This is an optimization exercise on Yosys and OpenROAD, whose aim is a short achievable clock period and few clock cycles, not a production implementation. Function was checked by simulation only, so behaviour that the tests miss may differ from the original. Power is estimated from default activity; no workload was simulated.

===== flow/constraint.sdc =====
create_clock -name core_clock -period 9.0 [get_ports {clk_50MHz}]
set_input_delay 1.8000 -clock core_clock [delete_from_list [all_inputs] [get_ports {clk_50MHz}]]
set_output_delay 1.8000 -clock core_clock [all_outputs]
set_load 0.01 [all_outputs]

===== flow/run.sh =====
#!/bin/bash
# synth_recipe.tcl (not shown) runs the flow's synth.tcl, then flattens the netlist and writes it again
# the make line also repeats each setting of config.mk as NAME=value (left out here)
make -C /OpenROAD-flow-scripts/flow DESIGN_CONFIG=/design/flow/config.mk WORK_HOME=/design/flow/orfs CLKGATE_MAP_FILE= SYNTH_SCRIPT=/design/flow/synth_recipe.tcl finish

===== flow/design.v =====
package y86Pkg;
    localparam int WordW   = 32;
    localparam int RegIdxW = 4;
    localparam int NumRegs = 8;
    localparam logic [RegIdxW-1:0] RegNone = 4'hF;
    typedef enum logic [3:0] {
        IHalt  = 4'h0,
        INop   = 4'h1,
        IRrmov = 4'h2,
        IIrmov = 4'h3,
        IRmmov = 4'h4,
        IMrmov = 4'h5,
        IOp    = 4'h6,
        IJxx   = 4'h7
    } opcodeT;
    typedef enum logic [3:0] {
        AluAdd = 4'h0,
        AluSub = 4'h1,
        AluAnd = 4'h2,
        AluXor = 4'h3
    } aluOpT;
    typedef enum logic [3:0] {
        CondAlways = 4'h0,
        CondLe     = 4'h1,
        CondL      = 4'h2,
        CondE      = 4'h3,
        CondNe     = 4'h4,
        CondGe     = 4'h5,
        CondG      = 4'h6
    } condT;
    typedef struct packed {
        logic zf;
        logic sf;
        logic of;
    } ccT;
    typedef struct packed {
        opcodeT             icode;
        logic [3:0]         ifun;
        logic [RegIdxW-1:0] rA;
        logic [RegIdxW-1:0] rB;
        logic [WordW-1:0]   valC;
        logic [WordW-1:0]   valP;
    } instrT;
    typedef enum logic [1:0] {
        StatAok = 2'd0,
        StatHlt = 2'd1,
        StatIns = 2'd2
    } cpuStatusT;
    typedef enum logic [3:0] {
        SFetch,
        SDecode,
        SExecute,
        SMemAddr,
        SMemWait,
        SWriteBack,
        SPcUpdate,
        SHalt
    } ctrlStateT;
endpackage
`timescale 1ns/100ps
module y86Core (
    input  logic                     clk_50MHz,
    input  logic                     reset_regs,
    output logic [y86Pkg::WordW-1:0] memAddr_o,
    output logic                     memRead_o,
    output logic                     memWrite_o,
    output logic [7:0]               memWdata_o,
    input  logic [7:0]               memRdata_i,
    input  logic                     memReady_i,
    output y86Pkg::cpuStatusT        status_o,
    output logic                     halted_o
);
    localparam int NE = 32;
    localparam int LW = 5;
    localparam int ND = 8;
    localparam int LD = 3;
    localparam int AltBudget = 16;
    logic                 halted;
    logic [1:0]           status;
    logic [7:0][31:0]     regs;
    logic                 zf, sf, of;
    logic [NE-1:0]        cV;
    logic [NE-1:0][31:0]  cTag;
    logic [NE-1:0][7:0]   cB0;
    logic [NE-1:0][7:0]   cB1;
    logic [NE-1:0][31:0]  cValC;
    logic [NE-1:0][31:0]  cPn;
    logic [NE-1:0]        cPt;
    logic [NE-1:0]        cLb;
    logic [NE-1:0]        wpHot;
    logic [31:0]          pcF;
    logic                 irV;
    logic [31:0]          irPc;
    logic [28:0]          irBlkM1, irBlkP1;
    logic [31:0]          irValC;
    logic [31:0]          irFall;
    logic [3:0]           irIc, irFn, irRa, irRb;
    logic [7:0]           irSelA, irSelB;
    logic [31:0]          opA, opB, sumQ;
    logic                 fwdA, fwdB;
    logic                 irSub, irWSum, irWAnd, irWXor, irWValA, irWValC, irIsOp;
    logic                 irPt;
    logic [31:0]          fa;
    logic [7:0]           rb;
    logic                 rbV;
    logic [31:0]          asmPc;
    logic [2:0]           cnt;
    logic [7:0]           b0, b1, b2, b3;
    logic [31:0]          altPc;
    logic                 altV;
    logic                 altMode;
    logic [5:0]           altLeft;
    logic                 nV;
    logic                 nWrite;
    logic [31:0]          nAddr;
    logic [31:0]          nData;
    logic [3:0]           nDest;
    logic                 dBusy;
    logic                 dWrite;
    logic [31:0]          dAddr;
    logic [31:0]          dBase;
    logic [27:0]          dSa, dSb;
    logic [31:0]          dData;
    logic [1:0]           dIdx;
    logic [23:0]          ldBuf;
    logic [3:0]           ldDest;
    logic [ND-1:0]        dcV;
    logic [ND-1:0][31:0]  dcTag;
    logic [ND-1:0][31:0]  dcData;
    logic [LD-1:0]        dcWp;
    logic [31:0] oAddr;
    logic        oRead, oWrite;
    logic [7:0]  oWdata;
    assign memAddr_o  = oAddr;
    assign memRead_o  = oRead;
    assign memWrite_o = oWrite;
    assign memWdata_o = oWdata;
    assign halted_o   = halted;
    assign status_o   = y86Pkg::cpuStatusT'(status);
    logic stPend;
    assign stPend = dBusy && dWrite;
    function automatic logic inShadow16(input logic [31:0] x, input logic [27:0] sa,
                                        input logic [27:0] sb);
        inShadow16 = (x[31:4] == sa) || (x[31:4] == sb);
    endfunction
    function automatic logic inShadow(input logic [28:0] blk, input logic [28:0] s,
                                      input logic [28:0] sm1, input logic [28:0] sp1);
        inShadow = (blk == s) || (blk == sm1) || (blk == sp1);
    endfunction
    logic [ND-1:0] dcM;
    logic          dcHit, dHit, dXfer, dLast, dDone, dMove;
    logic [31:0]   dcWord;
    always_comb begin
        dcWord = '0;
        for (int i = 0; i < ND; i++) begin
            dcM[i] = dcV[i] && (dcTag[i] == dAddr);
            dcWord = dcWord | ({32{dcM[i]}} & dcData[i]);
        end
    end
    assign dcHit = |dcM;
    assign dHit  = dBusy && !dWrite && (dIdx == 2'd0) && dcHit;
    assign dXfer = dBusy && memReady_i && !dHit;
    assign dLast = dXfer && (dIdx == 2'd3);
    assign dDone = dLast || dHit;
    assign dMove = nV && (!dBusy || dDone);
    always_ff @(posedge clk_50MHz or posedge reset_regs) begin
        if (reset_regs) begin
            dBusy <= 1'b0;
        end else if (dMove) begin
            dBusy <= 1'b1;
        end else if (dDone) begin
            dBusy <= 1'b0;
        end
    end
    always_ff @(posedge clk_50MHz) begin
        if (dMove) begin
            dWrite <= nWrite;
            dAddr  <= nAddr;
            dBase  <= nAddr;
            dSa    <= nAddr[31:4] + 28'(nAddr[3:0] > 4'd12);
            dSb    <= nAddr[31:4] - 28'(nAddr[3:0] < 4'd5);
            dData  <= nData;
            dIdx   <= 2'd0;
            ldDest <= nDest;
        end else if (dXfer) begin
            dAddr <= dAddr + 32'd1;
            dData <= {8'h00, dData[31:8]};
            dIdx  <= dIdx + 2'd1;
            ldBuf <= {memRdata_i, ldBuf[23:8]};
        end
    end
    logic        fillQ;
    logic [31:0] fillTag, fillData;
    always_ff @(posedge clk_50MHz or posedge reset_regs) begin
        if (reset_regs) begin
            fillQ <= 1'b0;
        end else begin
            fillQ <= dLast && !dWrite;
        end
    end
    always_ff @(posedge clk_50MHz) begin
        fillTag  <= dBase;
        fillData <= {memRdata_i, ldBuf};
    end
    always_ff @(posedge clk_50MHz or posedge reset_regs) begin
        if (reset_regs) begin
            dcV  <= '0;
            dcWp <= '0;
        end else begin
            for (int i = 0; i < ND; i++) begin
                if (stPend && inShadow16(dcTag[i], dSa, dSb)) begin
                    dcV[i] <= 1'b0;
                end
            end
            if (fillQ) begin
                dcV[dcWp] <= 1'b1;
                dcWp      <= dcWp + 1'b1;
            end
        end
    end
    always_ff @(posedge clk_50MHz) begin
        if (fillQ) begin
            dcTag[dcWp]  <= fillTag;
            dcData[dcWp] <= fillData;
        end
    end
    logic [NE-1:0][NE-1:0] links;
    logic [NE-1:0] fm;
    logic [NE-1:0] m1, camF, camP, m2q, fRow;
    logic          hitF, camMissF, hit2q, chg;
    logic [31:0]   e1ValC, e1Pn, e2Pn;
    logic [7:0]    e1B0, e1B1;
    logic          e1Pt, e2Lb;
    always_comb begin
        e1ValC = '0;
        e1Pn   = '0;
        e1B0   = '0;
        e1B1   = '0;
        e1Pt   = 1'b0;
        e2Pn   = '0;
        e2Lb   = 1'b0;
        fRow   = '0;
        for (int i = 0; i < NE; i++) begin
            m1[i]   = fm[i];
            camF[i] = cV[i] && (cTag[i] == pcF);
            camP[i] = cV[i] && (cTag[i] == asmPc);
            fRow    = fRow | ({NE{fm[i]}} & links[i]);
        end
        for (int i = 0; i < NE; i++) begin
            e1ValC = e1ValC | ({32{m1[i]}} & cValC[i]);
            e1Pn   = e1Pn   | ({32{m1[i]}} & cPn[i]);
            e1B0   = e1B0   | ({8{m1[i]}} & cB0[i]);
            e1B1   = e1B1   | ({8{m1[i]}} & cB1[i]);
            e1Pt   = e1Pt   | (m1[i] & cPt[i]);
            e2Pn   = e2Pn   | ({32{m2q[i]}} & cPn[i]);
            e2Lb   = e2Lb   | (m2q[i] & cLb[i]);
        end
    end
    assign hitF     = |(fm & cV);
    assign camMissF = !hitF && !(|camF);
    assign hit2q    = !chg && |(m2q & cV);
    function automatic logic condOf(input logic [3:0] fn, input logic z, input logic s,
                                    input logic o);
        case (fn)
            4'd0:    condOf = 1'b1;
            4'd1:    condOf = (s ^ o) | z;
            4'd2:    condOf = s ^ o;
            4'd3:    condOf = z;
            4'd4:    condOf = !z;
            4'd5:    condOf = !(s ^ o);
            4'd6:    condOf = !(s ^ o) && !z;
            default: condOf = 1'b0;
        endcase
    endfunction
    function automatic logic [31:0] add32(input logic [31:0] a, input logic [31:0] b,
                                          input logic cin);
        logic [31:0] g, p, gn, pn;
        g = a & b;
        p = a ^ b;
        g[0] = g[0] | (p[0] & cin);
        for (int d = 1; d < 32; d = d * 2) begin
            gn = g;
            pn = p;
            for (int i = d; i < 32; i++) begin
                gn[i] = g[i] | (p[i] & g[i - d]);
                pn[i] = p[i] & p[i - d];
            end
            g = gn;
            p = pn;
        end
        add32 = (a ^ b) ^ {g[30:0], cin};
    endfunction
    function automatic logic [7:0] regSel(input logic [3:0] r);
        regSel = (r == 4'hF) ? 8'h00 : (8'h01 << r[2:0]);
    endfunction
    logic [31:0] valA, valB, aluY, sum, addr;
    logic        cond, isSub, aluOf, aluZf;
    assign valA = fwdA ? sumQ : opA;
    assign valB = fwdB ? sumQ : opB;
    assign addr  = add32(valB, irValC, 1'b0);
    assign cond  = condOf(irFn, zf, sf, of);
    assign isSub = irSub;
    assign aluY  = isSub ? ~valA : valA;
    assign sum   = add32(valB, aluY, isSub);
    assign aluOf = irWSum && (valB[31] == aluY[31]) && (sum[31] != valB[31]);
    always_comb begin
        case (irFn)
            4'd1, 4'd3: aluZf = (valB == valA);
            4'd2:       aluZf = ((valB & valA) == '0);
            default:    aluZf = ((valB ^ valA) == {valB[30:0] | valA[30:0], 1'b0});
        endcase
    end
    logic [31:0] aluLogic;
    logic [7:0][31:0] regOther;
    assign aluLogic = irWAnd ? (valB & valA) : (valB ^ valA);
    always_comb begin
        for (int k = 0; k < 8; k++) begin
            regOther[k] = regs[k];
            if (dHit && (ldDest != 4'hF) && (ldDest[2:0] == 3'(k))) begin
                regOther[k] = dcWord;
            end
            if (dLast && !dWrite && (ldDest != 4'hF) && (ldDest[2:0] == 3'(k))) begin
                regOther[k] = {memRdata_i, ldBuf};
            end
            if (eGo && irSelB[k]) begin
                if (irWValA && cond) regOther[k] = valA;
                if (irWValC)         regOther[k] = irValC;
                if (irWAnd || irWXor) regOther[k] = aluLogic;
            end
        end
    end
    function automatic logic regMatch(input logic [3:0] r, input logic [3:0] d);
        regMatch = (r != 4'hF) && (r[2:0] == d[2:0]);
    endfunction
    logic isMemIr, usesRegs, haltIr, ldPendD, ldPendN, rawHaz, stConfN, irKill, eGo;
    logic mispredict;
    logic [31:0] mpTarget;
    assign isMemIr  = (irIc == 4'h4) || (irIc == 4'h5);
    assign usesRegs = (irIc >= 4'h2) && (irIc <= 4'h6);
    assign haltIr   = (irIc == 4'h0) || irIc[3];
    assign ldPendD  = dBusy && !dWrite && (ldDest != 4'hF);
    assign ldPendN  = nV && !nWrite && (nDest != 4'hF);
    assign rawHaz   = usesRegs &&
                      ((ldPendD && (regMatch(irRa, ldDest) || regMatch(irRb, ldDest))) ||
                       (ldPendN && (regMatch(irRa, nDest) || regMatch(irRb, nDest))));
    assign stConfN  = nV && nWrite && inShadow(nAddr[31:3], irPc[31:3], irBlkM1, irBlkP1);
    assign irKill   = irV && stPend && inShadow16(irPc, dSa, dSb);
    assign eGo      = irV && !halted && !rawHaz && !stConfN && !irKill &&
                      !(isMemIr && nV) && !(haltIr && (dBusy || nV));
    assign mispredict = eGo && (irIc == 4'h7) && (cond != irPt);
    logic mispredictHint;
    assign mispredictHint = irV && (irIc == 4'h7) && (cond != irPt);
    assign mpTarget   = cond ? irValC : irFall;
    always_ff @(posedge clk_50MHz or posedge reset_regs) begin
        if (reset_regs) begin
            regs   <= '0;
            zf     <= 1'b0;
            sf     <= 1'b0;
            of     <= 1'b0;
            halted <= 1'b0;
            status <= 2'd0;
        end else begin
            for (int k = 0; k < 8; k++) begin
                regs[k] <= (eGo && irWSum && irSelB[k]) ? sum : regOther[k];
            end
            if (eGo && irIsOp) begin
                zf <= aluZf;
                sf <= irWSum ? sum[31] : aluLogic[31];
                of <= aluOf;
            end
            if (eGo && haltIr) begin
                halted <= 1'b1;
                status <= (irIc == 4'h0) ? 2'd1 : 2'd2;
            end
        end
    end
    always_ff @(posedge clk_50MHz or posedge reset_regs) begin
        if (reset_regs) begin
            nV <= 1'b0;
        end else if (eGo && isMemIr) begin
            nV <= 1'b1;
        end else if (dMove) begin
            nV <= 1'b0;
        end
    end
    always_ff @(posedge clk_50MHz) begin
        if (eGo && isMemIr) begin
            nWrite <= (irIc == 4'h4);
            nAddr  <= addr;
            nData  <= valA;
            nDest  <= irRa;
        end
    end
    logic irFree, fBlock, fLoad;
    assign irFree = !irV || eGo;
    assign fBlock = stPend && inShadow16(pcF, dSa, dSb);
    assign fLoad  = irFree && !mispredict && hitF && !fBlock;
    always_ff @(posedge clk_50MHz or posedge reset_regs) begin
        if (reset_regs) begin
            irV <= 1'b0;
            pcF <= '0;
            fm  <= '0;
        end else if (mispredict) begin
            irV <= 1'b0;
            pcF <= mpTarget;
            fm  <= '0;
        end else if (irKill) begin
            irV <= 1'b0;
            pcF <= irPc;
            fm  <= '0;
        end else begin
            if (irFree) begin
                irV <= fLoad;
            end
            if (fLoad) begin
                pcF <= e1Pn;
                fm  <= (fRow & cV) | ((pIns && |(fm & colHit)) ? wpHot : '0);
            end else if (!hitF) begin
                fm  <= (pIns && (asmPc == pcF)) ? wpHot : camF;
            end
        end
    end
    logic [7:0]  capSelA, capSelB, sumSel;
    logic [31:0] capA, capB;
    assign capSelA = irFree ? regSel(e1B1[7:4]) : irSelA;
    assign capSelB = irFree ? regSel(e1B1[3:0]) : irSelB;
    assign sumSel  = (eGo && irWSum) ? irSelB : 8'h00;
    always_comb begin
        capA = '0;
        capB = '0;
        for (int k = 0; k < 8; k++) begin
            capA = capA | ({32{capSelA[k]}} & regOther[k]);
            capB = capB | ({32{capSelB[k]}} & regOther[k]);
        end
    end
    always_ff @(posedge clk_50MHz) begin
        opA  <= capA;
        opB  <= capB;
        fwdA <= |(capSelA & sumSel);
        fwdB <= |(capSelB & sumSel);
        sumQ <= sum;
    end
    always_ff @(posedge clk_50MHz) begin
        if (irFree) begin
            irPc    <= pcF;
            irBlkM1 <= pcF[31:3] - 29'd1;
            irBlkP1 <= pcF[31:3] + 29'd1;
            irValC  <= e1ValC;
            irFall  <= pcF + 32'd5;
            irIc    <= e1B0[7:4];
            irFn    <= e1B0[3:0];
            irRa    <= e1B1[7:4];
            irRb    <= e1B1[3:0];
            irSelA  <= regSel(e1B1[7:4]);
            irSelB  <= regSel(e1B1[3:0]);
            irSub   <= (e1B0 == 8'h61);
            irIsOp  <= (e1B0[7:4] == 4'h6);
            irWSum  <= (e1B0[7:4] == 4'h6) && (e1B0[3:0] != 4'd2) && (e1B0[3:0] != 4'd3);
            irWAnd  <= (e1B0 == 8'h62);
            irWXor  <= (e1B0 == 8'h63);
            irWValA <= (e1B0[7:4] == 4'h2);
            irWValC <= (e1B0[7:4] == 4'h3);
            irPt    <= e1Pt;
        end
    end
    function automatic logic [2:0] instrLen(input logic [3:0] icode);
        case (icode)
            4'h2, 4'h6:       instrLen = 3'd2;
            4'h3, 4'h4, 4'h5: instrLen = 3'd6;
            4'h7:             instrLen = 3'd5;
            default:          instrLen = 3'd1;
        endcase
    endfunction
    logic [3:0]  pIc, pFn;
    logic [2:0]  pLen;
    logic        pDone, pDrained, pBack, pPt, pLb, pJ;
    logic [31:0] pTarget, pFall, pPn, redirT;
    logic        pfXfer, pRedir, pInv, pSkip, pGoAlt, pStall, pKeep, pIns;
    assign pIc      = (cnt == 3'd0) ? rb[7:4] : b0[7:4];
    assign pFn      = (cnt == 3'd0) ? rb[3:0] : b0[3:0];
    assign pLen     = instrLen(pIc);
    logic pHold;
    assign pHold    = chg && rbV && (cnt == 3'd0) && (pLen == 3'd1);
    assign pDone    = rbV && ((cnt + 3'd1) == pLen) && !pHold;
    assign pTarget  = {rb, b3, b2, b1};
    assign pFall    = asmPc + {29'd0, pLen};
    assign pBack    = (pFn >= 4'd1) && (pFn <= 4'd6) && (pTarget <= asmPc);
    assign pDrained = (pcF == asmPc) && !(irV && (irIc == 4'h6));
    assign pPt      = (pIc == 4'h7) &&
                      (pDrained ? condOf(pFn, zf, sf, of) : ((pFn == 4'h0) || pBack));
    assign pLb      = (pIc == 4'h7) && pPt && pBack;
    assign pPn      = pPt ? pTarget : pFall;
    assign pJ       = (b0[7:4] == 4'h7);
    assign pfXfer   = !dBusy && !halted && memReady_i;
    assign pKeep    = mispredictHint && !cond && altMode;
    assign redirT   = mispredictHint ? mpTarget : missPc;
    logic missQ;
    logic [31:0] missPc;
    always_ff @(posedge clk_50MHz or posedge reset_regs) begin
        if (reset_regs) begin
            missQ <= 1'b0;
        end else begin
            missQ <= camMissF && (asmPc != pcF) && !missQ && !pRedir;
        end
    end
    always_ff @(posedge clk_50MHz) begin
        missPc <= pcF;
    end
    assign pRedir   = !halted && ((mispredictHint && !pKeep) || missQ);
    assign pInv     = stPend && inShadow16(asmPc, dSa, dSb);
    assign pSkip    = hit2q;
    assign pGoAlt   = pSkip && altV && (altLeft != 6'd0);
    assign pStall   = altMode && (altLeft == 6'd0);
    assign pIns     = pDone && !pRedir && !pInv && !pSkip && !pStall;
    always_ff @(posedge clk_50MHz or posedge reset_regs) begin
        if (reset_regs) begin
            asmPc <= '0;
            fa    <= '0;
            cnt   <= '0;
            rbV   <= 1'b0;
        end else if (pRedir) begin
            asmPc <= redirT;
            fa    <= redirT;
            cnt   <= '0;
            rbV   <= 1'b0;
        end else if (pInv) begin
            fa    <= asmPc;
            cnt   <= '0;
            rbV   <= 1'b0;
        end else if (pGoAlt) begin
            asmPc <= altPc;
            fa    <= altPc;
            cnt   <= '0;
            rbV   <= 1'b0;
        end else if (pSkip) begin
            asmPc <= e2Pn;
            fa    <= e2Pn;
            cnt   <= '0;
            rbV   <= 1'b0;
        end else if (!pStall && !pHold) begin
            if (pDone && pPt) begin
                asmPc <= pPn;
                fa    <= pPn;
                cnt   <= '0;
                rbV   <= 1'b0;
            end else begin
                if (pDone) begin
                    asmPc <= pPn;
                    cnt   <= '0;
                end else if (rbV) begin
                    cnt   <= cnt + 3'd1;
                end
                rbV <= pfXfer;
                if (pfXfer) begin
                    fa <= fa + 32'd1;
                end
            end
        end
    end
    always_ff @(posedge clk_50MHz) begin
        if (!pStall && !pHold) begin
            rb <= memRdata_i;
        end
        case (cnt)
            3'd0:    b0 <= rb;
            3'd1:    b1 <= rb;
            3'd2:    b2 <= rb;
            3'd3:    b3 <= rb;
            default: ;
        endcase
    end
    always_ff @(posedge clk_50MHz or posedge reset_regs) begin
        if (reset_regs) begin
            altV    <= 1'b0;
            altMode <= 1'b0;
            altLeft <= 6'(AltBudget);
        end else if (pRedir || fMissQ || pKeep) begin
            altV    <= 1'b0;
            altMode <= 1'b0;
            if (fMissQ) begin
                altLeft <= 6'(AltBudget);
            end
        end else if (pGoAlt) begin
            altV    <= 1'b0;
            altMode <= 1'b1;
        end else if (((pSkip && e2Lb) || (pIns && pLb)) && !altMode) begin
            altV    <= 1'b1;
        end else if (pIns && altMode) begin
            altLeft <= altLeft - 6'd1;
        end
    end
    always_ff @(posedge clk_50MHz) begin
        if (pSkip && e2Lb) begin
            altPc <= asmPc + 32'd5;
        end else if (pIns && pLb) begin
            altPc <= pFall;
        end
    end
    logic        dBusyN, dWriteN, haltedN;
    logic [31:0] dAddrN, faN;
    assign dBusyN  = dMove || (dBusy && !dDone);
    assign dWriteN = dMove ? nWrite : dWrite;
    assign dAddrN  = dMove ? nAddr : (dXfer ? dAddr + 32'd1 : dAddr);
    assign haltedN = halted || (eGo && haltIr);
    always_comb begin
        if (pRedir) begin
            faN = redirT;
        end else if (pInv) begin
            faN = asmPc;
        end else if (pGoAlt) begin
            faN = altPc;
        end else if (pSkip) begin
            faN = e2Pn;
        end else if (!pStall && !pHold) begin
            if (pDone && pPt) begin
                faN = pPn;
            end else if (pfXfer) begin
                faN = fa + 32'd1;
            end else begin
                faN = fa;
            end
        end else begin
            faN = fa;
        end
    end
    always_ff @(posedge clk_50MHz or posedge reset_regs) begin
        if (reset_regs) begin
            oAddr  <= '0;
            oRead  <= 1'b1;
            oWrite <= 1'b0;
        end else begin
            oAddr  <= dBusyN ? dAddrN : faN;
            oRead  <= !haltedN && !(dBusyN && dWriteN);
            oWrite <= dBusyN && dWriteN;
        end
    end
    always_ff @(posedge clk_50MHz) begin
        oWdata <= dMove ? nData[7:0] : (dXfer ? dData[15:8] : dData[7:0]);
    end
    logic fMissQ;
    always_ff @(posedge clk_50MHz or posedge reset_regs) begin
        if (reset_regs) begin
            chg    <= 1'b1;
            fMissQ <= 1'b0;
        end else begin
            chg    <= pRedir || pGoAlt || pSkip || (!pStall && !pInv && pDone);
            fMissQ <= camMissF && irFree;
        end
    end
    always_ff @(posedge clk_50MHz) begin
        m2q <= camP;
    end
    logic [NE-1:0]    colHit, wpNext;
    assign wpNext = {wpHot[NE-2:0], wpHot[NE-1]};
    always_comb begin
        for (int i = 0; i < NE; i++) begin
            colHit[i] = (cPn[i] == asmPc) && !wpHot[i];
        end
    end
    logic             rowUpd;
    logic [NE-1:0]    linkRow;
    always_ff @(posedge clk_50MHz or posedge reset_regs) begin
        if (reset_regs) begin
            rowUpd <= 1'b0;
        end else begin
            rowUpd <= pIns;
        end
    end
    always_ff @(posedge clk_50MHz) begin
        linkRow <= wpHot;
        for (int i = 0; i < NE; i++) begin
            for (int j = 0; j < NE; j++) begin
                if (rowUpd && linkRow[i]) begin
                    links[i][j] <= camP[j];
                end
                if (wpHot[i]) begin
                    links[i][j] <= 1'b0;
                end else if (wpHot[j]) begin
                    links[i][j] <= colHit[i];
                end
            end
        end
    end
    logic [NE-1:0] cVKeep;
    always_comb begin
        for (int i = 0; i < NE; i++) begin
            cVKeep[i] = cV[i] && !(stPend && inShadow16(cTag[i], dSa, dSb));
        end
    end
    always_ff @(posedge clk_50MHz or posedge reset_regs) begin
        if (reset_regs) begin
            cV <= '0;
            wpHot <= NE'(1);
        end else begin
            cV <= pIns ? ((cVKeep & ~wpNext) | wpHot) : cVKeep;
            if (pIns) begin
                wpHot <= wpNext;
            end
        end
    end
    always_ff @(posedge clk_50MHz) begin
        for (int i = 0; i < NE; i++) begin
            if (wpHot[i]) begin
                cTag[i]  <= asmPc;
                cPn[i]   <= pPn;
                cPt[i]   <= pPt;
                cLb[i]   <= pLb;
                if (cnt == 3'd0) cB0[i] <= rb;
                if (cnt == 3'd1) cB1[i] <= rb;
                for (int k = 0; k < 4; k++) begin
                    if (cnt == (pJ ? 3'(k + 1) : 3'(k + 2))) begin
                        cValC[i][8*k +: 8] <= rb;
                    end
                end
            end
        end
    end
endmodule

===== flow/config.mk =====
export PLATFORM = sky130hd
export DESIGN_NAME = y86Core
export DESIGN_NICKNAME = y86Core
export VERILOG_FILES = /design/flow/design.v
export SDC_FILE = /design/flow/constraint.sdc
export NUM_CORES = 4
export LEC_CHECK = 0
export ABC_CLOCK_PERIOD_IN_PS = 3500
export CAP_MARGIN = 20
export CELL_PAD_IN_SITES_DETAIL_PLACEMENT = 1
export CELL_PAD_IN_SITES_GLOBAL_PLACEMENT = 2
export CORE_MARGIN = 2
export CORE_UTILIZATION = 35
export MIN_ROUTING_LAYER = met2
export SETUP_SLACK_MARGIN = 5
export SLEW_MARGIN = 20
export TNS_END_PERCENT = 5

==> results.cfg, run 1 <==
[global_routing]
first_global_vias = 519000
wire_length_of_the_first_global_routing_pass_um = 4150000
track_usage_pct = 90.0
maximum_number_of_pins_on_one_net_before_global_route_repair = 176
grt_overflow_total = 6734

[placement]
detailed_place_hpwl_um = 1810000
placement.cell_area_um2 = 369000
placedCellCount = 43100
place.gp.congestion = 1.36
dp_worst_setup_slack_ns = 1.79
buffer_ports.inserted = 55

[yosys]
synthesis.nets = 31700
synth-async-reset-ratio_pct = 8.00
synthDistinctLibCells = 103
synth_seq_area_share_pct = 51.7
postSynth.topFlopCell = sky130_fd_sc_hd__edfxtp_1
avgSynthCellArea_um2 = 11.0
ys_ff_latch = 6486
synth-edff-count = 4626
post_synth_instance_area_um2 = 346000
synthesis.yosys.warnings = 1
cells_after_synthesis = 31500

[clocking]
hold_buffers = 0
ctsLongestPathBuffers = 5
cts.htree.levels = 6
cts-buffers-inserted = 785
clockRootBuffer = sky130_fd_sc_hd__clkbuf_16
clock_sinks = 6486

[die]
floorplan.initialDensity_pct = 35.1
fp.dieW_um = 998
rows = 365
pin_count = 56
floorplan.die.height_um = 998

[outcome]
last-stage-reached = global routing
status = stopped before the end
run.stop_error = [ERROR GRT-0116] Global routing finished with congestion. Check the congestion regions in the DRC Viewer.
==> metal layers <==
layer  GRT overflow  GRT usage, %
met1              -             -
met3           3971          95.4
met2           1148          91.5
met5            819          86.1
met4            796          79.0
==> cells by family after synthesis <==
logic type               count (synthesis)  share of synthesized area, %
flip-flops                            6486                          51.7
XOR/XNOR                              6212                          15.7
multiplexers                           586                          1.77
AO/OA/AOI/OAI                         7424                          15.8
AND/OR/NAND/NOR                       6954                          10.3
buffers and inverters                 3632                          3.99
adder cells (fa/ha/maj)                189                         0.690
==> worst min path at each step <==
stage | to | slack, ns | start | cells after the start
2_1_floorplan | fillTag[0]$_DFF_P_ | 0.32 | dBase[0]$_DFFE_PP_ | 0
3_3_place_gp | fillTag[16]$_DFF_P_ | 0.32 | dBase[16]$_DFFE_PP_ | 0
3_5_place_dp | fillTag[11]$_DFF_P_ | 0.33 | dBase[11]$_DFFE_PP_ | 0
4_1_cts | fillTag[4]$_DFF_P_ | 0.34 | dBase[4]$_DFFE_PP_ | 0
==> power by group through the flow <==
stage / clock network, mW / registers (mW) / logic (mW)
detailed placement: 0 / 34.3 / 10.5
CTS: 33.7 / 33.2 / 12.8
global placement: 0 / 34.3 / 10.5
floorplan: 0 / 33.9 / 3.98
==> repair_timing <==
item	in CTS
gates cloned	67
pin swaps	178
resized for setup	1283
setup buffers	741
endpoints found under the hold margin	0
endpoints found under the setup margin	3385
==> Yosys cell counts (95+ instances only) <==
cell / number / area share, %
sky130_fd_sc_hd__a21oi_1: 410 / 0.59
sky130_fd_sc_hd__nand2_1: 1260 / 1.4
sky130_fd_sc_hd__dfrtp_1: 515 / 3.7
sky130_fd_sc_hd__nor2_1: 1693 / 1.8
sky130_fd_sc_hd__dfxtp_1: 1341 / 7.8
sky130_fd_sc_hd__nor3_1: 213 / 0.31
sky130_fd_sc_hd__a22o_1: 599 / 1.5
sky130_fd_sc_hd__buf_1: 704 / 0.76
sky130_fd_sc_hd__o211ai_1: 104 / 0.23
sky130_fd_sc_hd__a221oi_1: 480 / 1.2
sky130_fd_sc_hd__mux2i_1: 391 / 1.1
sky130_fd_sc_hd__nor4_1: 939 / 1.7
sky130_fd_sc_hd__and3_1: 120 / 0.22
sky130_fd_sc_hd__xnor2_1: 3507 / 8.9
sky130_fd_sc_hd__a22oi_1: 1703 / 3.7
sky130_fd_sc_hd__clkbuf_1: 2397 / 2.6
sky130_fd_sc_hd__and2_1: 145 / 0.26
sky130_fd_sc_hd__inv_1: 414 / 0.45
sky130_fd_sc_hd__o22ai_1: 152 / 0.27
sky130_fd_sc_hd__nand3_1: 508 / 0.73
sky130_fd_sc_hd__edfxtp_1: 4626 / 40
sky130_fd_sc_hd__ha_1: 186 / 0.67
sky130_fd_sc_hd__xor2_1: 2704 / 6.8
sky130_fd_sc_hd__mux2_2: 194 / 0.63
sky130_fd_sc_hd__nand4_1: 1576 / 2.8
sky130_fd_sc_hd__a211oi_1: 2085 / 4.5
sky130_fd_sc_hd__o21ai_0: 875 / 1.3
sky130_fd_sc_hd__nand2b_1: 95 / 0.17
sky130_fd_sc_hd__o221ai_1: 102 / 0.26
sky130_fd_sc_hd__or4_1: 167 / 0.36
Testbench counts, summed over its fixed seeds: cycles 19,900.
==> run 2, diff against run 1 <==
--- a/flow/design.v
+++ b/flow/design.v
@@ -70,11 +70,11 @@
     output y86Pkg::cpuStatusT        status_o,
     output logic                     halted_o
 );
-    localparam int NE = 32;
+    localparam int NE = 16;
     localparam int LW = 5;
     localparam int ND = 8;
     localparam int LD = 3;
-    localparam int AltBudget = 16;
+    localparam int AltBudget = 2;
     logic                 halted;
     logic [1:0]           status;
     logic [7:0][31:0]     regs;
==> run 2 against run 1 <==
  * The run again fails in global routing
  * Synthesized cell count decreased by 37%
  * Area after synthesis decreased by 38%
==> results.cfg, run 2 <==
[outcome]
run.stop_error = [ERROR GRT-0116] Global routing finished with congestion. Check the congestion regions in the DRC Viewer.
last-stage-reached = global routing
status = stopped before the end

[die]
fp.dieW_um = 787
rows = 287
floorplan.initialDensity_pct = 35.1
floorplan.die.height_um = 787
pin_count = 56

[global_routing]
grt_overflow_total = 1897
maximum_number_of_pins_on_one_net_before_global_route_repair = 149
first_global_vias = 315000
track_usage_pct = 82.5
wire_length_of_the_first_global_routing_pass_um = 2360000

[yosys]
cell_type_with_the_highest_aggregate_area_in_the_netlist = sky130_fd_sc_hd__edfxtp_1
synthesis.yosys.warnings = 1
synthDistinctLibCells = 109
postSynth.topFlopCell = sky130_fd_sc_hd__edfxtp_1
synth-async-reset-ratio_pct = 12.3
yosys-top-cells-count = sky130_fd_sc_hd__edfxtp_1, sky130_fd_sc_hd__xnor2_1, sky130_fd_sc_hd__xor2_1
yosys-top-cells-area = sky130_fd_sc_hd__edfxtp_1, sky130_fd_sc_hd__xnor2_1, sky130_fd_sc_hd__xor2_1, sky130_fd_sc_hd__dfrtp_1, sky130_fd_sc_hd__dfxtp_1
post_synth_instance_area_um2 = 214000
avgSynthCellArea_um2 = 10.8
synthesis.nets = 20000
ys_ff_latch = 3814
synth-edff-count = 2802
synth_seq_area_share_pct = 49.8
yosysMostFrequentCell = sky130_fd_sc_hd__edfxtp_1
portion_of_synthesized_cell_area_occupied_by_the_leading_cell_type_pct = 39.3
cells_after_synthesis = 19800

[placement]
buffer_ports.inserted = 55
detailed_place_hpwl_um = 1050000
placedCellCount = 27100
place.gp.congestion = 1.21

[clocking]
clockRootBuffer = sky130_fd_sc_hd__clkbuf_16
cts.htree.levels = 5
clock_sinks = 3814
ctsLongestPathBuffers = 4
hold_buffers = 0
cts-buffers-inserted = 451
run 2: what timing repair did:
action / CTS
resized for setup: 1411
setup buffers: 783
gates cloned: 42
setup endpoints to repair: 2270
pin swaps: 257
run 2: power groups by stage:
stage / Sequential [mW] / Combinational (mW) / Clock [mW]
floorplan: 19.7 / 1.52 / 0
global placement: 20.0 / 3.33 / 0
detailed placement: 20.0 / 3.35 / 0
CTS: 19.4 / 4.17 / 19.9
run 2: worst min-delay path by stage:
stage	startpoint	to	slack, ns	depth (start not counted)
CTS	dBase[4]$_DFFE_PP_	fillTag[4]$_DFF_P_	0.34	0
floorplan	dBase[0]$_DFFE_PP_	fillTag[0]$_DFF_P_	0.32	0
global placement	dBase[15]$_DFFE_PP_	fillTag[15]$_DFF_P_	0.32	0
detailed placement	dBase[12]$_DFFE_PP_	fillTag[12]$_DFF_P_	0.33	0
run 2: layer usage:
metal  GRT overflow  GRT usage (%)
met5            294           73.3
met4            163           65.5
met3           1291           90.1
met2            149           85.5
met1              -              -
run 2: per-stage QoR:
| stage | utilization, % | instance area [um^2] | total power, mW | setup WS [ns] |
|---|---|---|---|---|
| 4_1_cts | 42.2 | 257000 | 43.4 | 4.28 |
| 3_5_place_dp | 37.2 | 227000 | 23.4 | 1.73 |
| 3_3_place_gp | 37.2 | 227000 | 23.3 | 1.26 |
| 2_1_floorplan | - | 214000 | 21.2 | 0.289 |
run 2: logic make-up after synthesis:
logic type / count (synthesis) / share of synthesized area, %
AO/OA/AOI/OAI: 4537 / 15.8
flip-flops: 3814 / 49.8
multiplexers: 552 / 2.66
adder cells (fa/ha/maj): 187 / 1.10
AND/OR/NAND/NOR: 4651 / 11.0
XOR/XNOR: 3782 / 15.5
buffers and inverters: 2270 / 4.17
Testbench counts of run 2, summed over its fixed seeds: cycles 21,872.
==> run 3, diff against run 2 <==
--- a/flow/design.v
+++ b/flow/design.v
@@ -96,8 +96,9 @@
     logic [31:0]          irFall;
     logic [3:0]           irIc, irFn, irRa, irRb;
     logic [7:0]           irSelA, irSelB;
-    logic [31:0]          opA, opB, sumQ;
-    logic                 fwdA, fwdB;
+    logic [31:0]          opA, opB, sumQ, ldQ;
+    logic                 fwdSumA, fwdSumB, fwdLdA, fwdLdB;
+    logic [7:0]           wbSum, wbLd;
     logic                 irSub, irWSum, irWAnd, irWXor, irWValA, irWValC, irIsOp;
     logic                 irPt;
     logic [31:0]          fa;
@@ -295,8 +296,8 @@
     endfunction
     logic [31:0] valA, valB, aluY, sum, addr;
     logic        cond, isSub, aluOf, aluZf;
-    assign valA = fwdA ? sumQ : opA;
-    assign valB = fwdB ? sumQ : opB;
+    assign valA = fwdSumA ? sumQ : (fwdLdA ? ldQ : opA);
+    assign valB = fwdSumB ? sumQ : (fwdLdB ? ldQ : opB);
     assign addr  = add32(valB, irValC, 1'b0);
     assign cond  = condOf(irFn, zf, sf, of);
     assign isSub = irSub;
@@ -316,11 +317,11 @@
     always_comb begin
         for (int k = 0; k < 8; k++) begin
             regOther[k] = regs[k];
-            if (dHit && (ldDest != 4'hF) && (ldDest[2:0] == 3'(k))) begin
-                regOther[k] = dcWord;
+            if (wbLd[k]) begin
+                regOther[k] = ldQ;
             end
-            if (dLast && !dWrite && (ldDest != 4'hF) && (ldDest[2:0] == 3'(k))) begin
-                regOther[k] = {memRdata_i, ldBuf};
+            if (wbSum[k]) begin
+                regOther[k] = sumQ;
             end
             if (eGo && irSelB[k]) begin
                 if (irWValA && cond) regOther[k] = valA;
@@ -361,7 +362,7 @@
             status <= 2'd0;
         end else begin
             for (int k = 0; k < 8; k++) begin
-                regs[k] <= (eGo && irWSum && irSelB[k]) ? sum : regOther[k];
+                regs[k] <= regOther[k];
             end
             if (eGo && irIsOp) begin
                 zf <= aluZf;
@@ -433,12 +434,27 @@
             capB = capB | ({32{capSelB[k]}} & regOther[k]);
         end
     end
+    logic [7:0] ldSel;
+    assign ldSel = ((dHit || (dLast && !dWrite)) && (ldDest != 4'hF)) ?
+                   (8'h01 << ldDest[2:0]) : 8'h00;
+    always_ff @(posedge clk_50MHz or posedge reset_regs) begin
+        if (reset_regs) begin
+            wbSum <= '0;
+            wbLd  <= '0;
+        end else begin
+            wbSum <= sumSel;
+            wbLd  <= ldSel;
+        end
+    end
     always_ff @(posedge clk_50MHz) begin
-        opA  <= capA;
-        opB  <= capB;
-        fwdA <= |(capSelA & sumSel);
-        fwdB <= |(capSelB & sumSel);
-        sumQ <= sum;
+        opA     <= capA;
+        opB     <= capB;
+        fwdSumA <= |(capSelA & sumSel);
+        fwdSumB <= |(capSelB & sumSel);
+        fwdLdA  <= |(capSelA & ldSel);
+        fwdLdB  <= |(capSelB & ldSel);
+        sumQ    <= sum;
+        ldQ     <= dHit ? dcWord : {memRdata_i, ldBuf};
     end
     always_ff @(posedge clk_50MHz) begin
         if (irFree) begin
--- a/flow/config.mk
+++ b/flow/config.mk
@@ -11,7 +11,6 @@
 export CELL_PAD_IN_SITES_GLOBAL_PLACEMENT = 2
 export CORE_MARGIN = 2
 export CORE_UTILIZATION = 35
-export MIN_ROUTING_LAYER = met2
 export SETUP_SLACK_MARGIN = 5
 export SLEW_MARGIN = 20
 export TNS_END_PERCENT = 5
==> run 3 against run 2 <==
  * The run now finishes clean
  * Synthesized cell count is 4.7% lower
  * Area after synthesis fell by 3.2%
==> results.cfg, run 3 <==
[die]
fp.dieW_um = 774
rows = 282
pin_count = 56
floorplan.initialDensity_pct = 35.2
core_area_um2 = 590000
floorplan.die.height_um = 774
die_area_um2 = 599000

[yosys]
synthesis.nets = 19100
postSynth.topFlopCell = sky130_fd_sc_hd__edfxtp_1
portion_of_synthesized_cell_area_occupied_by_the_leading_cell_type_pct = 40.6
yosys-top-cells-count = sky130_fd_sc_hd__edfxtp_1, sky130_fd_sc_hd__xnor2_1, sky130_fd_sc_hd__xor2_1
ys_ff_latch = 3864
synth-async-reset-ratio_pct = 12.6
synth_seq_area_share_pct = 52.0
cell_type_with_the_highest_aggregate_area_in_the_netlist = sky130_fd_sc_hd__edfxtp_1
synth-edff-count = 2802
yosysMostFrequentCell = sky130_fd_sc_hd__edfxtp_1
avgSynthCellArea_um2 = 11.0
synthesis.yosys.warnings = 1
cells_after_synthesis = 18900
yosys-top-cells-area = sky130_fd_sc_hd__edfxtp_1, sky130_fd_sc_hd__xnor2_1, sky130_fd_sc_hd__xor2_1, sky130_fd_sc_hd__dfrtp_1, sky130_fd_sc_hd__dfxtp_1
synthDistinctLibCells = 99
post_synth_instance_area_um2 = 207000

[critical_path]
worst_setup_path_class = register to register
start_kind = register
type_of_element_capturing_the_critical_path = register
worstPathRequired_ns = 9.96
critical_path_peak_fanout = 18
critPathArrivalTime_ns = 5.39

[clocking]
hold_buffers = 0
cts.htree.levels = 5
clkLatencyLatePin_ns = 1.10
cts-buffers-inserted = 453
ctsLongestPathBuffers = 4
clock_sinks = 3864
clockRootBuffer = sky130_fd_sc_hd__clkbuf_16
cts_clk_pin_slew_worst_paths_ns = 0.07
clock_tree_from_tritoncts = built

[global_routing]
maximum_number_of_pins_on_one_net_before_global_route_repair = 160
track_usage_pct = 38.9
wire_length_of_the_first_global_routing_pass_um = 1600000
grt_overflow_total = 0
first_global_vias = 168000
grt_antenna_before_repair = 123

[sta]
clock-skew-final_ns = 0.0941
max_slew_margin_pct = 8.24
worst_slew_pin_slew_ns = 1.37
setup_viol = 0
grt_setup_unrepaired = yes
final.period_utilization_pct = 49.2
timing.final.crit_period_ns = 4.42
totalNegativeSetupSlack_ns = 0
hold_violations = 0
final-max-slew-violation-count = 0
timing.fmax_ghz = 0.226

[finish]
most_frequent_cells_in_the_layout = sky130_fd_sc_hd__edfxtp_1, sky130_fd_sc_hd__xnor2_1, sky130_fd_sc_hd__xor2_1
design.final.nets = 19000
most_frequent_standard_cell_in_the_layout_excluding_fill_and_tap_cells = sky130_fd_sc_hd__edfxtp_1
final_util_pct = 41.0
post_route_cells_drive_above_1_share_pct = 13.5
n_fill_cell = 62600
biggest_regs = cPn (512), cTag (512), cValC (512)
area_delta_synth_final_pct = 16.5

[pwr]
p_total_mw = 46.4
ir_worst_vdd_v = 0.000165
power_density_normalized_to_cell_area_nw_per_um2 = 192
total_leakage_power_nw = 84.6

[placement]
detailed_place_hpwl_um = 796000
place.gp.congestion = 1.05
buffer_ports.inserted = 55

[detailed_routing]
drcViolationCount = 0
drt_iter0_markers = 26500
total_wirelength_um = 1220000
drt_pass1_iterations = 6
ant_nets = 0
route.vias.total = 177000
avgViaCountPerCell = 6.52
wire_per_inst_um = 45.0

[min_path]
holdCritPathClass = register to register

[flow_run]
drv.max_cap_violation_count = 0

[outcome]
status = timing/DRC/antenna clean
[run 3: cell count changes after synthesis, moves of 67 or more]
cell / change
sky130_fd_sc_hd__a22o_1: -241
sky130_fd_sc_hd__xor2_1: +238
sky130_fd_sc_hd__xnor2_1: -232
sky130_fd_sc_hd__clkbuf_1: -227
sky130_fd_sc_hd__a31oi_1: +226
sky130_fd_sc_hd__o21ai_0: +211
sky130_fd_sc_hd__a22oi_1: -189
sky130_fd_sc_hd__buf_2: +173
sky130_fd_sc_hd__nand4_1: -155
sky130_fd_sc_hd__nor2_1: -145
sky130_fd_sc_hd__nand3_1: -116
sky130_fd_sc_hd__a211oi_1: -67
[run 3: logic make-up after synthesis]
group / share of synthesized area (%)
AO/OA/AOI/OAI: 14.2
XOR/XNOR: 16.0
adder cells (fa/ha/maj): 1.15
buffers and inverters: 4.27
flip-flops: 52.0
multiplexers: 2.35
AND/OR/NAND/NOR: 9.99
[run 3: layer usage]
metal	GRT usage, %	wire length (um)
met1	53.1	498000
met2	55.7	499000
met3	11.3	140000
met4	20.6	81500
met5	0.151	491
[run 3: stage by stage]
stage / worst slack [ns] / hold WS (ns) / area (um^2) / std cells
2_1_floorplan: 0.0468 / 0.323 / 207000 / 18900
3_3_place_gp: 2.90 / 0.324 / 218000 / 25700
3_5_place_dp: 2.79 / 0.328 / 218000 / 25700
4_1_cts: 4.74 / 0.342 / 239000 / 26900
5_1_grt: 4.66 / 0.344 / 242000 / 27100
6_report: 4.58 / 0.341 / 242000 / 27100
[run 3: worst max-delay path, cell delays in order (launching register included)]
cell and delay (ns):
sky130_fd_sc_hd__dfrtp_4 0.42, sky130_fd_sc_hd__buf_4 0.43, sky130_fd_sc_hd__buf_12 0.29, sky130_fd_sc_hd__buf_4 0.51, sky130_fd_sc_hd__xnor2_1 0.19, sky130_fd_sc_hd__nand4_1 0.15
sky130_fd_sc_hd__nor4_1 0.30, sky130_fd_sc_hd__nand4_1 0.13, sky130_fd_sc_hd__or4_2 1.13, sky130_fd_sc_hd__nor2_1 0.26, sky130_fd_sc_hd__a211oi_1 0.07, sky130_fd_sc_hd__a211oi_1 0.27
[run 3: final timing paths]
kind / from / end / slack (ns) / cells after the start
setup / recovery: asmPc[26]$_DFFE_PP0P_ / links[237]$_SDFFE_PP0P_ / 4.58 / 11
min in group asynchronous: reset_regs / regs[16]$_DFF_PP0_ / 1.24 / 2
hold reg to reg: dBase[18]$_DFFE_PP_ / fillTag[18]$_DFF_P_ / 0.34 / 0
max in group asynchronous: reset_regs / wbSum[0]$_DFF_PP0_ / 5.46 / 4
setup reg to reg: asmPc[26]$_DFFE_PP0P_ / links[237]$_SDFFE_PP0P_ / 4.58 / 11
hold / removal: dBase[18]$_DFFE_PP_ / fillTag[18]$_DFF_P_ / 0.34 / 0
[run 3: layout make-up]
cell class	count	area [um^2]	area share, %
Tap cell	7810	9770	4.04
Inverter	465	1840	0.760
Timing Repair Buffer	1256	12900	5.34
Sequential cell	3864	108000	44.8
Clock buffer	626	12500	5.19
Multi-Input combinational cell	12800	93900	38.9
Antenna cell	55	138	0.0570
Timing Repair inverter	1	6.26	0.00259
Clock inverter	220	2240	0.929
[run 3: power breakdown]
group | switching (mW) | internal (mW)
Sequential | 0.477 | 19.7
Clock | 8.30 | 10.7
Combinational | 5.19 | 1.99
[run 3: timing repair]
| action | 4_1_cts | 5_1_grt |
|---|---|---|
| setup endpoints to repair | 2271 | 849 |
| pin swaps | 64 | 81 |
| cloned | 26 | 10 |
| buffers inserted | 318 | 112 |
| resized for setup | 597 | 301 |
Testbench counts of run 3, summed over its fixed seeds: cycles 21,872.
==> run 4, diff against run 3 <==
==> flow/flow/run.sh (new file) <==
#!/bin/bash
# The standard layout, with two changes:
#  - global routing is steered off met1 and met2, where the cells' pins leave little
#    room, and onto met3 and met4, so that detailed routing of this wire-heavy design
#    starts with far fewer shorts;
#  - the port buffers are buf_4 rather than the delay buffer buffer_ports picks.
# Each step's log is kept by ORFS under orfs/logs; make's own output goes to
# standard.log.
set -euo pipefail
export FASTROUTE_TCL="$(pwd)/flow/fastroute.tcl"
export BUFFER_PORTS_ARGS="-buffer_cell sky130_fd_sc_hd__buf_4"
bash standard.sh > standard.log 2>&1
==> flow/flow/fastroute.tcl (new file) <==
# Per-layer share of the routing tracks that global routing may not use
set_global_routing_layer_adjustment met1 0.55
set_global_routing_layer_adjustment met2 0.40
set_global_routing_layer_adjustment met3 0.20
set_global_routing_layer_adjustment met4 0.20
set_global_routing_layer_adjustment met5 0.20

set_routing_layers -clock met3-met5
set_routing_layers -signal met1-met5
==> flow/standard.sh (new file) <==
#!/bin/bash
# synth_recipe.tcl (not shown) runs the flow's synth.tcl, then flattens the netlist and writes it again
# the make line also repeats each setting of config.mk as NAME=value (left out here)
make -C /OpenROAD-flow-scripts/flow DESIGN_CONFIG=/design/flow/config.mk WORK_HOME=/design/flow/orfs CLKGATE_MAP_FILE= SYNTH_SCRIPT=/design/flow/synth_recipe.tcl "${@:-finish}"
--- a/flow/config.mk
+++ b/flow/config.mk
@@ -10,7 +10,7 @@
 export CELL_PAD_IN_SITES_DETAIL_PLACEMENT = 1
 export CELL_PAD_IN_SITES_GLOBAL_PLACEMENT = 2
 export CORE_MARGIN = 2
-export CORE_UTILIZATION = 35
+export CORE_UTILIZATION = 40
 export SETUP_SLACK_MARGIN = 5
 export SLEW_MARGIN = 20
-export TNS_END_PERCENT = 5
+export TNS_END_PERCENT = 25
removed: flow/run.sh
==> run 4 against run 3 <==
  * Register-to-register slack better by 0.096 ns
  * Worst hold slack hardly changed
  * Final cell count is 1.9% lower
  * Utilization is 6.9 points higher
  * Synthesized cell count stayed put
  * Global-route usage is 21 points higher
  * Sequential power hardly changed
  * Power is 3.3% higher
  * Clock power is 4% higher
  * Sequential share of layout area is 1.0 points lower
  * Critical endpoint is now fm[11]$_DFFE_PP0P_
==> results.cfg, run 4 <==
[outcome]
status = timing/DRC/antenna clean

[min_path]
hold_depth = 0
min_to = fillTag[11]$_DFF_P_
timing.hold.worst.start = dBase[11]$_DFFE_PP_
holdCritPathClass = register to register

[yosys]
cell_type_with_the_highest_aggregate_area_in_the_netlist = sky130_fd_sc_hd__edfxtp_1
synth-edff-count = 2802
synthDistinctLibCells = 99
avgSynthCellArea_um2 = 11.0
portion_of_synthesized_cell_area_occupied_by_the_leading_cell_type_pct = 40.6
postSynth.topFlopCell = sky130_fd_sc_hd__edfxtp_1
synth_seq_area_share_pct = 52.0
ys_ff_latch = 3864
synth-async-reset-ratio_pct = 12.6
yosys-top-cells-area = sky130_fd_sc_hd__edfxtp_1, sky130_fd_sc_hd__xnor2_1, sky130_fd_sc_hd__xor2_1, sky130_fd_sc_hd__dfrtp_1, sky130_fd_sc_hd__dfxtp_1
yosysMostFrequentCell = sky130_fd_sc_hd__edfxtp_1
cells_after_synthesis = 18900
synthesis.nets = 19100
yosys-top-cells-count = sky130_fd_sc_hd__edfxtp_1, sky130_fd_sc_hd__xnor2_1, sky130_fd_sc_hd__xor2_1
synthesis.yosys.warnings = 1
post_synth_instance_area_um2 = 207000

[clocking]
cts_clk_pin_slew_worst_paths_ns = 0.06
hold_buffers = 0
cts-buffers-inserted = 445
clock_tree_from_tritoncts = built
cts.htree.levels = 5
clockRootBuffer = sky130_fd_sc_hd__clkbuf_16
clkLatencyLatePin_ns = 1.21
clock_sinks = 3864
ctsLongestPathBuffers = 4

[placement]
detailed_place_hpwl_um = 798000
place.gp.congestion = 1.12
buffer_ports.inserted = 55
dp_worst_setup_slack_ns = 2.49
placement.cell_area_um2 = 216000

[critical_path]
reg2regPathDepth = 14
type_of_element_capturing_the_critical_path = register
worstPathBufferInverterCount = 3
worstPathRequired_ns = 10.06
critical_path_peak_fanout = 11
rrSetupSlack_ns = 4.67
critical_path.cell_chain = buf_16 -> xor2_2 -> nor4_4 -> nand4_1 -> nor4_4 -> nand4_1 -> buf_12 -> o22ai_4 -> a221oi_2 -> nand4_1 -> buf_6 -> nand3_1 -> nand2_1 -> a32o_1
reg2reg_from = asmPc[0]$_DFFE_PP0P_
worst_path_largest_cell_delay_ns = 1.04
start_kind = register
critPathArrivalTime_ns = 5.39
crit_family = simple AND/OR/NAND/NOR gates
crit_path_top_delay_cell = sky130_fd_sc_hd__nor4_4
critical-path-top-cell-by-count = sky130_fd_sc_hd__nand4_1
worst_r2r_endpoint = fm[11]$_DFFE_PP0P_
worst_setup_path_class = register to register

[finish]
biggest_regs = cPn (512), cTag (512), cValC (512)
most_frequent_cells_in_the_layout = sky130_fd_sc_hd__edfxtp_1, sky130_fd_sc_hd__xnor2_1, sky130_fd_sc_hd__xor2_1
post_route_cells_drive_above_1_share_pct = 16.8
n_fill_cell = 53700
layout.cell_area.non_filler_um2 = 247000
most_frequent_standard_cell_in_the_layout_excluding_fill_and_tap_cells = sky130_fd_sc_hd__edfxtp_1
area_delta_synth_final_pct = 19.3
regArea_um2 = 108000
multiInputGateArea_um2 = 96200
design.final.nets = 19300

[sta]
grt_setup_unrepaired = yes
fin_worst_hold_slack_ns = 0.341
final.period_utilization_pct = 48.1
hold_violations = 0
final-max-slew-violation-count = 0
worst_slew_pin_slew_ns = 1.32
setup_viol = 0
final_setup_slack_of_the_worst_path_ns = 4.67
max_slew_margin_pct = 11.4
clock-skew-final_ns = 0.131
timing.fmax_ghz = 0.231
timing.final.crit_period_ns = 4.33
totalNegativeSetupSlack_ns = 0

[global_routing]
grt_antenna_before_repair = 177
maximum_number_of_pins_on_one_net_before_global_route_repair = 148
first_global_vias = 186000
track_usage_pct = 59.6
grt_overflow_total = 0
wire_length_of_the_first_global_routing_pass_um = 1640000

[pwr]
ir_worst_vdd_v = 0.000190
p_total_mw = 47.9
total_leakage_power_nw = 87.4
power_density_normalized_to_cell_area_nw_per_um2 = 194

[die]
core_area_um2 = 517000
die_area_um2 = 524000
fp.dieW_um = 724
floorplan.initialDensity_pct = 40.1
rows = 264
pin_count = 56
floorplan.die.height_um = 724

[detailed_routing]
total_wirelength_um = 1260000
wire_per_inst_um = 47.3
drt_iter0_markers = 11500
ant_nets = 0
route.vias.total = 175000
drcViolationCount = 0
drt_pass1_iterations = 8
avgViaCountPerCell = 6.60

[flow_run]
drv.max_cap_violation_count = 0
[run 4: cell counts after synthesis]
Identical to the previous run, type by type.
[run 4: repair_timing]
action | in CTS | in global routing
pin swaps | 83 | 203
gates cloned | 31 | 62
gates resized for setup | 648 | 839
endpoints found under the setup margin | 2036 | 952
setup buffers | 250 | 407
[run 4: metal layers]
layer	up-vias	routed length (um)	GRT usage [%]	part of all wire (%)
met5	-	11100	13.7	0.88
met4	338	142000	44.3	11
met3	6162	264000	48.0	21
met2	15200	454000	74.9	36
met1	83600	386000	74.3	31
li1	70200	-	-	-
[run 4: final cells by class]
class	count	area share, %
antenna	167	0.169
clock buffer	580	4.97
clock inverter	266	1.34
inverter	465	0.759
multi-input combinational	12800	38.9
sequential	3864	43.8
tap	6916	3.50
timing repair buffer	1519	6.57
timing repair inverter	1	0.00354
[run 4: metrics by stage]
stage	std cells	util, %
after CTS	25900	46.1
after global routing	26500	47.8
final	26600	47.9
after floorplan	18900	-
after detailed placement	24800	41.9
after global placement	24800	41.8
[run 4: cells by family after synthesis]
family | after synthesis | share of synthesized area, %
adder cells (fa/ha/maj) | 189 | 1.15
flip-flops | 3864 | 52.0
multiplexers | 476 | 2.35
AO/OA/AOI/OAI | 4225 | 14.2
buffers and inverters | 2206 | 4.27
AND/OR/NAND/NOR | 4116 | 9.99
XOR/XNOR | 3788 | 16.0
[run 4: worst max-delay path by stage]
stage	start	end	depth (start not counted)
global placement	sf$_DFFE_PP0P_	fm[3]$_DFFE_PP0P_	13
global route	fwdLdA$_DFF_P_	sumQ[30]$_DFF_P_	17
finish	asmPc[0]$_DFFE_PP0P_	fm[11]$_DFFE_PP0P_	14
floorplan	reset_regs	fillQ$_DFF_PP0_	1
CTS	fwdLdA$_DFF_P_	sumQ[30]$_DFF_P_	17
detailed placement	sf$_DFFE_PP0P_	fm[3]$_DFFE_PP0P_	13
[run 4: worst register-to-register path, cell delays in order, from the launching register on]
cell and delay [ns]:
sky130_fd_sc_hd__dfrtp_4 0.51, sky130_fd_sc_hd__buf_16 0.19, sky130_fd_sc_hd__xor2_2 0.20, sky130_fd_sc_hd__nor4_4 1.04, sky130_fd_sc_hd__nand4_1 0.39, sky130_fd_sc_hd__nor4_4 0.38, sky130_fd_sc_hd__nand4_1 0.34, sky130_fd_sc_hd__buf_12 0.27
sky130_fd_sc_hd__o22ai_4 0.09, sky130_fd_sc_hd__a221oi_2 0.05, sky130_fd_sc_hd__nand4_1 0.18, sky130_fd_sc_hd__buf_6 0.20, sky130_fd_sc_hd__nand3_1 0.11, sky130_fd_sc_hd__nand2_1 0.15, sky130_fd_sc_hd__a32o_1 0.17
[run 4: report_power, final]
| part | leakage (nW) | internal, mW | switching (mW) |
|---|---|---|---|
| Sequential | 35.5 | 19.7 | 0.450 |
| Clock | 7.57 | 11.3 | 8.38 |
| Combinational | 44.4 | 2.30 | 5.76 |
| Total | 87.4 | 33.3 | 14.6 |
==> run 5, diff against run 4 <==
--- a/flow/design.v
+++ b/flow/design.v
@@ -70,11 +70,11 @@
     output y86Pkg::cpuStatusT        status_o,
     output logic                     halted_o
 );
-    localparam int NE = 16;
+    localparam int NE = 24;
     localparam int LW = 5;
     localparam int ND = 8;
     localparam int LD = 3;
-    localparam int AltBudget = 2;
+    localparam int AltBudget = 8;
     logic                 halted;
     logic [1:0]           status;
     logic [7:0][31:0]     regs;
==> run 5 against run 4 <==
  * The layout now fails its checks (max-capacitance violations, max-slew violations)
  * Area after synthesis rose by 31%
  * Critical path depth fell by 3
  * Worst hold slack got worse by 0.011 ns
  * Clock power rose by about 30%
  * Final cell count rose by 28%
  * Sequential power rose by 34%
  * Highest routed layer unchanged
==> results.cfg, run 5 <==
[outcome]
status = finished with violations
failed_checks = max-capacitance violations, max-slew violations

[critical_path]
critical_path_peak_fanout = 24
critical_path.cell_chain = xnor2_1 -> nand4_1 -> nor4_1 -> nand4_1 -> buf_12 -> o22ai_1 -> or4_1 -> o311ai_2 -> a21oi_2 -> buf_12 -> a221o_1
critPathArrivalTime_ns = 5.70
worstPathBufferInverterCount = 2
rrSetupSlack_ns = 4.45
worstPathRequired_ns = 10.15
start_kind = register
crit_family = simple AND/OR/NAND/NOR gates
crit_path_top_delay_cell = sky130_fd_sc_hd__xnor2_1
reg2regPathDepth = 11
worst_setup_path_class = register to register
reg2reg_from = asmPc[3]$_DFFE_PP0P_
type_of_element_capturing_the_critical_path = register
worst_path_largest_cell_delay_ns = 1.04
worst_r2r_endpoint = fm[2]$_DFFE_PP0P_

[global_routing]
grt_antenna_before_repair = 349
track_usage_pct = 64.1
wire_length_of_the_first_global_routing_pass_um = 2280000
maximum_number_of_pins_on_one_net_before_global_route_repair = 187
first_global_vias = 247000
grt_overflow_total = 0

[clocking]
clockRootBuffer = sky130_fd_sc_hd__clkbuf_16
clkLatencyLatePin_ns = 1.28
cts.htree.levels = 6
clock_sinks = 5136
clock_tree_from_tritoncts = built
hold_buffers = 0
cts-buffers-inserted = 611
cts_clk_pin_slew_worst_paths_ns = 0.06
ctsLongestPathBuffers = 4

[finish]
final_util_pct = 47.3
layout.cell_area.non_filler_um2 = 320000
design.final.nets = 24400
most_frequent_cells_in_the_layout = sky130_fd_sc_hd__edfxtp_1, sky130_fd_sc_hd__xnor2_1, sky130_fd_sc_hd__xor2_1
most_frequent_standard_cell_in_the_layout_excluding_fill_and_tap_cells = sky130_fd_sc_hd__edfxtp_1
post_route_cells_drive_above_1_share_pct = 15.4
layoutNonFillerInstCount = 34000
biggest_regs = cPn (768), cTag (768), cValC (768)
area_delta_synth_final_pct = 18.0

[yosys]
portion_of_synthesized_cell_area_occupied_by_the_leading_cell_type_pct = 41.2
ys_ff_latch = 5136
cells_after_synthesis = 24200
yosysMostFrequentCell = sky130_fd_sc_hd__edfxtp_1
synthesis.nets = 24400
synth-async-reset-ratio_pct = 9.95
synthDistinctLibCells = 96
synth_seq_area_share_pct = 52.6
synthesis.yosys.warnings = 1
synth-edff-count = 3714
postSynth.topFlopCell = sky130_fd_sc_hd__edfxtp_1
post_synth_instance_area_um2 = 271000
yosys-top-cells-count = sky130_fd_sc_hd__edfxtp_1, sky130_fd_sc_hd__xnor2_1, sky130_fd_sc_hd__xor2_1
yosys-top-cells-area = sky130_fd_sc_hd__edfxtp_1, sky130_fd_sc_hd__xnor2_1, sky130_fd_sc_hd__xor2_1, sky130_fd_sc_hd__dfxtp_1, sky130_fd_sc_hd__dfrtp_1
avgSynthCellArea_um2 = 11.2
cell_type_with_the_highest_aggregate_area_in_the_netlist = sky130_fd_sc_hd__edfxtp_1

[sta]
max_slew_margin_pct = -0.750
timing.fmax_ghz = 0.220
setup_viol = 0
final-max-slew-violation-count = 10
hold_violations = 0
clock-skew-final_ns = 0.142
totalNegativeSetupSlack_ns = 0
final.period_utilization_pct = 50.5
grt_setup_unrepaired = yes
timing.final.crit_period_ns = 4.55
worst_slew_pin_slew_ns = 1.51

[min_path]
hold_depth = 0
min_to = fillTag[21]$_DFF_P_
holdCritPathClass = register to register
timing.hold.worst.start = dBase[21]$_DFFE_PP_

[placement]
place.gp.congestion = 1.18
placement.cell_area_um2 = 282000
buffer_ports.inserted = 55
placedCellCount = 31700
detailed_place_hpwl_um = 1100000

[detailed_routing]
wire_per_inst_um = 51.9
ant_nets = 0
route.vias.total = 233000
total_wirelength_um = 1770000
drt_iter0_markers = 16700
avgViaCountPerCell = 6.86
drcViolationCount = 0
drt_pass1_iterations = 6

[pwr]
ir_worst_vdd_v = 0.000234
p_total_mw = 65.8
power_density_normalized_to_cell_area_nw_per_um2 = 206
total_leakage_power_nw = 110

[die]
pin_count = 56
floorplan.die.height_um = 827
floorplan.initialDensity_pct = 40.1
fp.dieW_um = 827
rows = 302
die_area_um2 = 684000
core_area_um2 = 675000

[flow_run]
drv.max_cap_violation_count = 2
[run 5: layout make-up]
type                       count  area (um^2)
fill                       69600       356000
sequential                  5136       143000
multi-input combinational  16100       122000
timing repair buffer        1772        19700
clock buffer                 836        17100
tap                         8968        11200
clock inverter               282         3100
inverter                     491         1970
antenna                      408         1020
timing repair inverter         5         66.3
[run 5: kinds of logic after synthesis]
kind of cell / Yosys count / share of synthesized area, %
buffers and inverters: 2904 / 4.32
adder cells (fa/ha/maj): 189 / 0.882
AO/OA/AOI/OAI: 5543 / 14.6
XOR/XNOR: 5013 / 16.2
flip-flops: 5136 / 52.6
multiplexers: 511 / 1.98
AND/OR/NAND/NOR: 4857 / 9.34
[run 5: worst max-delay path by stage]
stage,startpoint,endpoint,slack (ns),depth (start not counted)
final,asmPc[3]$_DFFE_PP0P_,fm[2]$_DFFE_PP0P_,4.45,11
after global routing,fm[13]$_DFFE_PP0P_,pcF[23]$_DFFE_PP0P_,4.49,9
after CTS,asmPc[9]$_DFFE_PP0P_,fm[21]$_DFFE_PP0P_,4.82,15
after detailed placement,nAddr[30]$_DFFE_PP_,fwdLdB$_DFF_P_,2.59,13
after global placement,nAddr[24]$_DFFE_PP_,fwdLdB$_DFF_P_,2.71,13
after floorplan,reset_regs,fillQ$_DFF_PP0_,-0.32,1
[run 5: power by group]
part / switching [mW] / leakage, nW / total (mW) / internal, mW
combinational: 9.36 / 53.8 / 13.1 / 3.73
sequential: 0.579 / 46.9 / 27.0 / 26.4
clock: 11.3 / 9.79 / 25.7 / 14.4
[run 5: what timing repair did]
| action | 4_1_cts | 5_1_grt |
|---|---|---|
| pin swaps | 79 | 135 |
| resized for setup | 812 | 603 |
| cloned | 45 | 52 |
| setup buffers | 362 | 305 |
| setup endpoints to repair | 2772 | 1830 |
[run 5: per-stage QoR]
step                      setup slack (ns)  hold slack (ns)
after floorplan                     -0.317            0.323
after global placement                2.71            0.324
after detailed placement              2.59            0.328
after CTS                             4.82            0.333
after global routing                  4.49            0.340
final                                 4.45            0.330
[run 5: layer usage]
layer,global-route usage [%],wire (um),vias up
li1,-,-,90400
met2,78.4,630000,22300
met4,52.1,215000,483
met1,75.4,521000,111000
met5,22.9,18400,-
met3,53.5,382000,9448
Testbench counts of run 5, summed over its fixed seeds: cycles 20,465.

[port drivers added, routing unchanged]
The results above use ideal ports. As a check the final layouts listed here were re-extracted and re-timed, cells and wires unchanged.
Step 1 (the two cells are an assumption about what drives the block):
set clk [get_ports {clk_50MHz}]
set_driving_cell -lib_cell sky130_fd_sc_hd__clkbuf_16 $clk
set_driving_cell -lib_cell sky130_fd_sc_hd__buf_2 [delete_from_list [all_inputs] $clk]
Step 2 moves the port delays by t, midway between the first and last clock arrival at a register: inputs arrive t later, outputs are due t later. That takes back most of the time a late clock gives input paths.
Slacks: ideal / step 1 / step 2; pairs: ideal / step 1.
| run | t (ns) | slack for setup (ns) | slew at the worst register clock pin (ns) | worst data-port slew with drivers (ns) | cell pins on the clock port's net |
|---|---|---|---|---|---|
| run 3 | 1.184 | 4.576 / 4.539 / 3.722 | 0.08 / 0.08 | 0.24 | 1 |
| run 4 | 1.274 | 4.671 / 4.671 / 3.839 | 0.07 / 0.07 | 0.04 | 1 |
| run 5 | 1.370 | 4.453 / 4.453 / 4.047 | 0.07 / 0.07 | 0.12 | 1 |
For run 3, which loses most, drivers alone change the setup slack by -0.037 ns; drivers and shift together by -0.854 ns.
